This is an optimization exercise on Yosys and OpenROAD, whose aim is small area and a short achievable clock period, not a production implementation.
In this exercise RTL edits were held to simulation tests only and were not proved equivalent to the original.

--- design/flow/config.mk ---
export PLATFORM = sky130hd
export DESIGN_NAME = datapath
export DESIGN_NICKNAME = datapath
export VERILOG_FILES = /design/flow/design.v
export SDC_FILE = /design/flow/constraint.sdc
export NUM_CORES = 4
export LEC_CHECK = 0
export CAP_MARGIN = 20
export CORE_MARGIN = 2
export CORE_UTILIZATION = 40
export SLEW_MARGIN = 20
--- design/flow/constraint.sdc ---
create_clock -name core_clock -period 5.5 [get_ports {clk}]
set_input_delay 1.1000 -clock core_clock [delete_from_list [all_inputs] [get_ports {clk}]]
set_output_delay 1.1000 -clock core_clock [all_outputs]
set_load 0.01 [all_outputs]
--- design/flow/design.v ---
package isa_pkg;
    typedef logic [4:0] reg_idx_t;
    localparam reg_idx_t ZERO_REG = 5'd31;
    typedef enum logic [2:0] {
        ALU_ADD = 3'd0,
        ALU_SUB = 3'd1,
        ALU_AND = 3'd2,
        ALU_ORR = 3'd3,
        ALU_EOR = 3'd4
    } alu_op_t;
    typedef struct packed {
        logic [6:0] pad;
        reg_idx_t   rm;
    } opnd_reg_t;
    typedef union packed {
        opnd_reg_t   reg_view;
        logic [11:0] imm12;
    } operand_field_t;
    typedef struct packed {
        reg_idx_t       rd;
        reg_idx_t       rn;
        operand_field_t opnd;
        logic           use_imm;
        alu_op_t        alu_op;
        logic           reg_write;
        logic           set_flags;
    } issue_t;
endpackage
package pipe_pkg;
    typedef logic [4:0] rd_idx_t;
    localparam int DATA_W         = 64;
    localparam int IMM_W          = 12;
    localparam int NUM_READ_PORTS = 2;
    localparam int RESULT_LATENCY = 3;
    typedef logic [DATA_W-1:0] word_t;
    typedef struct packed {
        logic n;
        logic z;
        logic c;
        logic v;
    } nzcv_t;
    typedef struct packed {
        logic              valid;
        logic              reg_write;
        rd_idx_t   rd;
        word_t             data;
    } fwd_t;
    typedef struct packed {
        logic              valid;
        logic              reg_write;
        rd_idx_t   rd;
        word_t             data;
    } wb_t;
endpackage
`timescale 1ns/1ps
module reg_read (
    input  logic              clk,
    input  logic              rst_n,
    input  logic              issue_valid,
    input  isa_pkg::issue_t   issue_op,
    input  pipe_pkg::wb_t     wb,
    output logic              rf_valid,
    output isa_pkg::issue_t   rf_op,
    output logic [pipe_pkg::NUM_READ_PORTS-1:0][4:0] src_reg,
    output logic [pipe_pkg::NUM_READ_PORTS-1:0][pipe_pkg::DATA_W-1:0] raw_data
);
    pipe_pkg::word_t regs [0:31];
    logic  wr_en;
    assign wr_en = wb.valid && wb.reg_write && (wb.rd != isa_pkg::ZERO_REG);
    always_ff @(posedge clk) begin
        if (!rst_n) begin
            for (int r = 0; r < $size(regs); r++) begin
                regs[r] <= '0;
            end
        end else if (wr_en) begin
            regs[wb.rd] <= wb.data;
        end
    end
    always_ff @(posedge clk) begin
        if (!rst_n) begin
            rf_valid <= 1'b0;
        end else begin
            rf_valid <= issue_valid;
        end
    end
    always_ff @(posedge clk) begin
        if (issue_valid) begin
            rf_op <= issue_op;
        end
    end
    assign src_reg[0] = rf_op.rn;
    assign src_reg[1] = rf_op.use_imm ? isa_pkg::ZERO_REG : rf_op.opnd.reg_view.rm;
    always_comb begin
        for (int p = 0; p < pipe_pkg::NUM_READ_PORTS; p++) begin
            raw_data[p] = regs[src_reg[p]];
        end
    end
endmodule
`timescale 1ns/1ps
module operand_bypass (
    input  isa_pkg::reg_idx_t src,
    input  pipe_pkg::word_t   raw,
    input  pipe_pkg::fwd_t    ex_fwd,
    input  pipe_pkg::fwd_t    wb_fwd,
    output pipe_pkg::word_t   data
);
    logic ex_hit;
    logic wb_hit;
    assign ex_hit = ex_fwd.valid && ex_fwd.reg_write && (ex_fwd.rd == src);
    assign wb_hit = wb_fwd.valid && wb_fwd.reg_write && (wb_fwd.rd == src);
    always_comb begin
        if (src == isa_pkg::ZERO_REG) begin
            data = '0;
        end else if (ex_hit) begin
            data = ex_fwd.data;
        end else if (wb_hit) begin
            data = wb_fwd.data;
        end else begin
            data = raw;
        end
    end
endmodule
`timescale 1ns/1ps
module execute_stage (
    input  logic            clk,
    input  logic            rst_n,
    input  logic            rf_valid,
    input  isa_pkg::issue_t rf_op,
    input  pipe_pkg::word_t opnd_a,
    input  pipe_pkg::word_t opnd_b,
    output pipe_pkg::fwd_t  ex_fwd,
    output pipe_pkg::nzcv_t flags
);
    logic            ex_valid;
    isa_pkg::issue_t          ex_op;
    pipe_pkg::word_t           a_q;
    pipe_pkg::word_t           b_q;
    pipe_pkg::word_t           b_opnd;
    pipe_pkg::word_t           b_add;
    pipe_pkg::word_t           result;
    logic            is_sub;
    logic [pipe_pkg::DATA_W:0] sum;
    logic            carry;
    logic            ovf;
    pipe_pkg::nzcv_t           next_flags;
    always_ff @(posedge clk) begin
        if (!rst_n) begin
            ex_valid <= 1'b0;
        end else begin
            ex_valid <= rf_valid;
        end
    end
    always_ff @(posedge clk) begin
        ex_op <= rf_op;
        a_q   <= opnd_a;
        b_q   <= opnd_b;
    end
    assign b_opnd = ex_op.use_imm ? {{(pipe_pkg::DATA_W-pipe_pkg::IMM_W){1'b0}}, ex_op.opnd.imm12} : b_q;
    assign is_sub = (ex_op.alu_op == isa_pkg::ALU_SUB);
    assign b_add  = is_sub ? ~b_opnd : b_opnd;
    assign sum    = {1'b0, a_q} + {1'b0, b_add} + {{pipe_pkg::DATA_W{1'b0}}, is_sub};
    always_comb begin
        carry  = 1'b0;
        ovf    = 1'b0;
        case (ex_op.alu_op)
            isa_pkg::ALU_ADD, isa_pkg::ALU_SUB: begin
                result = sum[pipe_pkg::DATA_W-1:0];
                carry  = sum[pipe_pkg::DATA_W];
                ovf    = (a_q[pipe_pkg::DATA_W-1] == b_add[pipe_pkg::DATA_W-1]) &&
                         (result[pipe_pkg::DATA_W-1] != a_q[pipe_pkg::DATA_W-1]);
            end
            isa_pkg::ALU_AND: result = a_q & b_opnd;
            isa_pkg::ALU_ORR: result = a_q | b_opnd;
            isa_pkg::ALU_EOR: result = a_q ^ b_opnd;
            default: result = '0;
        endcase
    end
    assign next_flags = {result[pipe_pkg::DATA_W-1], (result == '0), carry, ovf};
    always_ff @(posedge clk) begin
        if (!rst_n) begin
            flags <= '0;
        end else if (ex_valid && ex_op.set_flags) begin
            flags <= next_flags;
        end
    end
    assign ex_fwd = {ex_valid, ex_op.reg_write, ex_op.rd, result};
endmodule
`timescale 1ns/1ps
module retire_stage (
    input  logic           clk,
    input  logic           rst_n,
    input  pipe_pkg::fwd_t ex_fwd,
    output pipe_pkg::wb_t  wb
);
    always_ff @(posedge clk) begin
        wb.reg_write <= ex_fwd.reg_write;
        wb.rd        <= ex_fwd.rd;
        wb.data      <= ex_fwd.data;
        if (!rst_n) begin
            wb.valid <= 1'b0;
        end else begin
            wb.valid <= ex_fwd.valid;
        end
    end
endmodule
`timescale 1ns/1ps
module datapath (
    input  logic            clk,
    input  logic            rst_n,
    input  logic            issue_valid,
    input  logic [27:0]     issue_op,
    output logic [70:0]     wb,
    output logic [3:0]      flags
);
    isa_pkg::issue_t  issue_s;
    pipe_pkg::wb_t    wb_s;
    pipe_pkg::nzcv_t  flags_s;
    assign issue_s = issue_op;
    assign wb      = wb_s;
    assign flags   = flags_s;
    logic     rf_valid;
    isa_pkg::issue_t   rf_op;
    logic [pipe_pkg::NUM_READ_PORTS-1:0][4:0]        src_reg;
    logic [pipe_pkg::NUM_READ_PORTS-1:0][pipe_pkg::DATA_W-1:0] raw_data;
    logic [pipe_pkg::NUM_READ_PORTS-1:0][pipe_pkg::DATA_W-1:0] byp_data;
    pipe_pkg::fwd_t     ex_fwd;
    pipe_pkg::fwd_t     wb_fwd;
    assign wb_fwd = pipe_pkg::fwd_t'(wb_s);
    reg_read reg_read_inst (
        .clk         (clk),
        .rst_n       (rst_n),
        .issue_valid (issue_valid),
        .issue_op    (issue_s),
        .wb          (wb_s),
        .rf_valid    (rf_valid),
        .rf_op       (rf_op),
        .src_reg     (src_reg),
        .raw_data    (raw_data)
    );
    for (genvar p = 0; p < pipe_pkg::NUM_READ_PORTS; p++) begin : g_bypass
        operand_bypass operand_bypass_inst (
            .src    (src_reg[p]),
            .raw    (raw_data[p]),
            .ex_fwd (ex_fwd),
            .wb_fwd (wb_fwd),
            .data   (byp_data[p])
        );
    end
    execute_stage execute_stage_inst (
        .clk      (clk),
        .rst_n    (rst_n),
        .rf_valid (rf_valid),
        .rf_op    (rf_op),
        .opnd_a   (byp_data[0]),
        .opnd_b   (byp_data[1]),
        .ex_fwd   (ex_fwd),
        .flags    (flags_s)
    );
    retire_stage retire_stage_inst (
        .clk    (clk),
        .rst_n  (rst_n),
        .ex_fwd (ex_fwd),
        .wb     (wb_s)
    );
endmodule
--- design/flow/run.sh ---
#!/bin/bash
# synth_recipe.tcl (not shown) runs the flow's synth.tcl, then flattens the netlist and writes it again
# the make line also repeats each setting of config.mk as NAME=value (left out here)
make -C /OpenROAD-flow-scripts/flow DESIGN_CONFIG=/design/flow/config.mk WORK_HOME=/design/flow/orfs CLKGATE_MAP_FILE= SYNTH_SCRIPT=/design/flow/synth_recipe.tcl finish
==> flow_summary_export.csv <==
group,metric,value,unit
power_and_ir_drop,pwr_density_cell,343,nW/um2
place,postPlaceCellArea,136000,um2
setup_path,arrival,6160,ps
sta,worst-slew-pin-transition,1170,ps
synth,post-synth-top-area-cell,"sky130_fd_sc_hd__edfxtp_1",
drt,drcViolationCount,0,
drt,drt_first_iter_violations,14100,
setup_path,cell_type_with_the_highest_occurrence_count_on_the_critical_path,"sky130_fd_sc_hd__or4_1",
synth,mappedNetlistArea,127000,um2
setup_path,r2r.worst_path.cells,19,
drt,routed_wire_length_per_instance,34.8,um
floorplanning,die_area,322000,um2
floorplanning,initial_core_util,40.3,%
power_and_ir_drop,finalPower,49.7,mW
setup_path,critical_path_cell_count,19,
synth,yosysSeqAreaShare,52.7,%
cts,number_of_sinks_handled_by_clock_tree_synthesis,2309,
synth,netlist.area_leader.share,49.1,%
cts,tritoncts_clock_tree,"built",
sta,slew_viol_final,0,
synth,synth_cell_type_count,73,
finish,share_of_post_route_cells_with_drive_strength_above_1,18.1,%
synth,netlist_instances,10500,
sta,finalCritPeriodShare,96.9,%
cts,clk_latency,930,ps
place,place.detailed.hpwl,299000,um
place,gp_congestion,0.993,
sta,clock_skew,45.9,ps
synth,number_of_flops_mapped_to_enable_cells_by_yosys,2076,
synth,postSynthAreaPerCell,12.1,um2
drt,ant_nets,0,
sta,final-hold-violation-count,0,
worst_hold_path,hold_class,"reg2reg",
drt,vias,95800,
worst_hold_path,timing.hold.worst_path_depth,0,
cts,clkTransAtPathRegs,60,ps
cts,cts_max_path_buffers,4,
setup_path,cp_slowest_stage_delay,580,ps
global_route,grt_start_max_net_pins,93,
setup_path,timing.setup.critical_path_class,"reg2reg",
finish,layout.core_utilization,46.0,%
floorplanning,chipHeight,568,um
drt,drt_pass1_iterations,7,
power_and_ir_drop,intPower,34.0,mW
power_and_ir_drop,power.net_switching,15.7,mW
finish,layout.cell_area.non_filler,145000,um2
sta,max_freq,188,MHz
drt,vias_per_cell,6.46,
setup_path,slowest_cp_cell,"sky130_fd_sc_hd__or4_1",
flow_run,timing.max_cap.violations,0,
power_and_ir_drop,vdd_ir_drop_max,239,uV
sta,whs,344,ps
sta,worst_case_headroom_to_the_max_slew_limit,21.8,%
power_and_ir_drop,netSwitchingFraction,31.6,%
cts,cts_root_buf,"sky130_fd_sc_hd__clkbuf_16",
setup_path,crit_path_cell_trace,"nor3b_2, buf_12, buf_4, xnor2_1, inv_1, fa_1, nand3b_1, a21oi_2, o21ai_1, nand3_1, nand3_1, or4_1, or4_1, or4_4, nor4_4, buf_4, nand4_1, or4_1, o31ai_2",
outcome,outcome,"finished clean",
synth,most_common_cell_in_the_synthesized_netlist,"sky130_fd_sc_hd__edfxtp_1",
synth,ys.warnings.count,4,
global_route,global_route.usage.total,31.2,%
cts,cts_buffers,267,
finish,flow.area_growth_from_synthesis,14.1,%
setup_path,critPathTopFamily,"simple AND/OR/NAND/NOR gates",
synth,synth_ff_type,"sky130_fd_sc_hd__edfxtp_1",
cts,hold_buffers,0,
synth,synth.top_cells.by_area,"sky130_fd_sc_hd__edfxtp_1, sky130_fd_sc_hd__mux4_2, sky130_fd_sc_hd__and2_1, sky130_fd_sc_hd__dfxtp_1, sky130_fd_sc_hd__mux2i_1",
floorplanning,boundaryPins,106,
sta,setup-violations-final,0,
global_route,grt_pass1_wl,722000,um
setup_path,worstPathBufferInverterCount,4,
power_and_ir_drop,power.sequential.fraction,41.8,%
place,buffer_ports.inserted,105,
setup_path,critPathCaptureType,"register",
sta,min_period,5330,ps
floorplanning,rows,206,
setup_path,critPathLaunchType,"register",
power_and_ir_drop,power_leakage,53.3,nW
floorplanning,core_region_area,315000,um2
cts,cts_htree_levels,5,
synth,synthArstFlopShare,0,%
global_route,grt_pass1_vias,94500,
floorplanning,die_width,568,um
synth,synth.top_cells.by_count,"sky130_fd_sc_hd__edfxtp_1, sky130_fd_sc_hd__and2_1, sky130_fd_sc_hd__clkbuf_1",
drt,drt-total-wl,516000,um
setup_path,path_max_fanout,11,
synth,flip_flop_and_latch_count_after_synthesis,2309,
power_and_ir_drop,combinationalPowerShare,22.8,%
finish,final_nets,10700,
setup_path,worstPathRequired,6330,ps
power_and_ir_drop,clkPwrFrac,35.4,%
global_route,gr-total-overflow,0,
global_route,grt_antenna_before_repair,42,
[final timing paths]
check / to / slack, ps / from
setup / recovery: execute_stage_inst.flags[2] / 170 / execute_stage_inst.ex_op[4]
hold / removal: execute_stage_inst.ex_op[0] / 340 / reg_read_inst.rf_op[0]
setup reg to reg: execute_stage_inst.flags[2] / 170 / execute_stage_inst.ex_op[4]
hold reg to reg: execute_stage_inst.ex_op[0] / 340 / reg_read_inst.rf_op[0]
[power by group through the flow]
stage	registers [mW]	logic, mW	clock network (mW)
global placement	21.1	11.0	0
finish	20.8	11.3	17.6
floorplan	21.0	6.26	0
detailed placement	21.1	11.1	0
global route	20.9	11.9	18.3
CTS	20.8	11.1	17.6
[sequential cells by signal, indices dropped and copies added, names as in the netlist, named ones only]
signal,flops
retire_stage_inst.wb,71
reg_read_inst.regs,2048
execute_stage_inst.ex_op,23
execute_stage_inst.flags,4
execute_stage_inst.a_q,64
execute_stage_inst.ex_valid,1
reg_read_inst.rf_valid,1
execute_stage_inst.b_q,64
reg_read_inst.rf_op,28
[cell usage in the layout (no fill, tap or decap), drive strengths merged, types with 11 or more instances in the layout]
cell           Yosys  layout
a211oi           118     118
a21o              15      15
a21oi            865     865
a22oi             65      65
a311oi           128     128
and2            1988    1988
buf              155     537
bufinv             0      13
clkbuf           867     352
clkdlybuf4s50      0     103
clkinv             0      85
conb               1      64
dfxtp            233     233
diode              0      37
edfxtp          2076    2076
ha               201     201
inv              158     171
mux2             262     262
mux2i            464     464
mux4             640     640
nand2            755     755
nand2b            62      62
nand3            155     155
nand4             41      41
nor2             405     405
nor3              82      82
nor4              16      16
o211ai            15      15
o21a              11      11
o21ai            122     122
o221ai           144     144
o22a              32      32
o22ai            151     151
o31ai             13      13
xnor2             98      98
xor2              35      35
[cell type report]
| cell class | count | area (um2) |
|---|---|---|
| sequential | 2309 | 67000 |
| tap | 4160 | 5200 |
| clock inverter | 121 | 1130 |
| antenna | 37 | 92.6 |
| timing repair buffer | 640 | 7130 |
| clock buffer | 352 | 7220 |
| fill | 28100 | 170000 |
| inverter | 158 | 598 |
| multi-input combinational | 7055 | 56600 |
[cells by family (layout without fill, tap and decap cells)]
group / count (synthesis) / after routing / synth area share (%)
other: 1 / 101 / 0.00295
AND/OR/NAND/NOR: 3556 / 3556 / 15.0
AO/OA/AOI/OAI: 1734 / 1734 / 8.49
flip-flops: 2309 / 2309 / 52.7
adder cells (fa/ha/maj): 202 / 202 / 2.00
buffers and inverters: 1180 / 1271 / 3.49
multiplexers: 1366 / 1366 / 17.3
XOR/XNOR: 133 / 133 / 0.917
[per-layer routing]
layer	vias to the layer above	GRT usage, %	wire length, um
li1	38700	-	-
met5	-	0	139
met1	48400	40.2	192000
met2	7144	49.3	237000
met4	20	16.7	29700
met3	1550	6.81	58100
[through the flow]
stage	cells	setup slack, ps	TNS [ps]
6_report	14800	172	0
5_1_grt	14800	-5.55	-5.55
3_5_place_dp	14300	-75.5	-75.5
2_1_floorplan	10500	-1200	-538450
3_3_place_gp	14300	-28.8	-28.8
4_1_cts	14800	27.2	0
[what timing repair did]
action                     in CTS  in global routing
gates resized for setup         5                  9
setup endpoints to repair       1                  1
buffers inserted                0                  3
pin swaps                       0                  4

[what the ideal ports hide]
The flow's constraints put no driver on any port. The routed layout listed below was extracted and timed again, unchanged, in two steps. Step 1 assumes that a clkbuf_16 drives the clock port and a buf_2 every other input. Step 2 moves the port delays by t, midway between the first and last clock arrival at a register: inputs arrive t later, outputs are due t later. That takes back most of the time a late clock gives input paths. Three values: ideal, step 1, step 2; two values: the first two.
t, ns: 1.001
setup WS [ns]: 0.172 / 0.172 / 0.172
worst setup path after step 2: register to register
worst slew at a driven data input, ns: 0.05
cell pins on the clock port's net: 1
After both steps this run still meets setup and hold. The setup slack of this run moves by 0.000 ns with the drivers and by 0.000 ns with both steps.
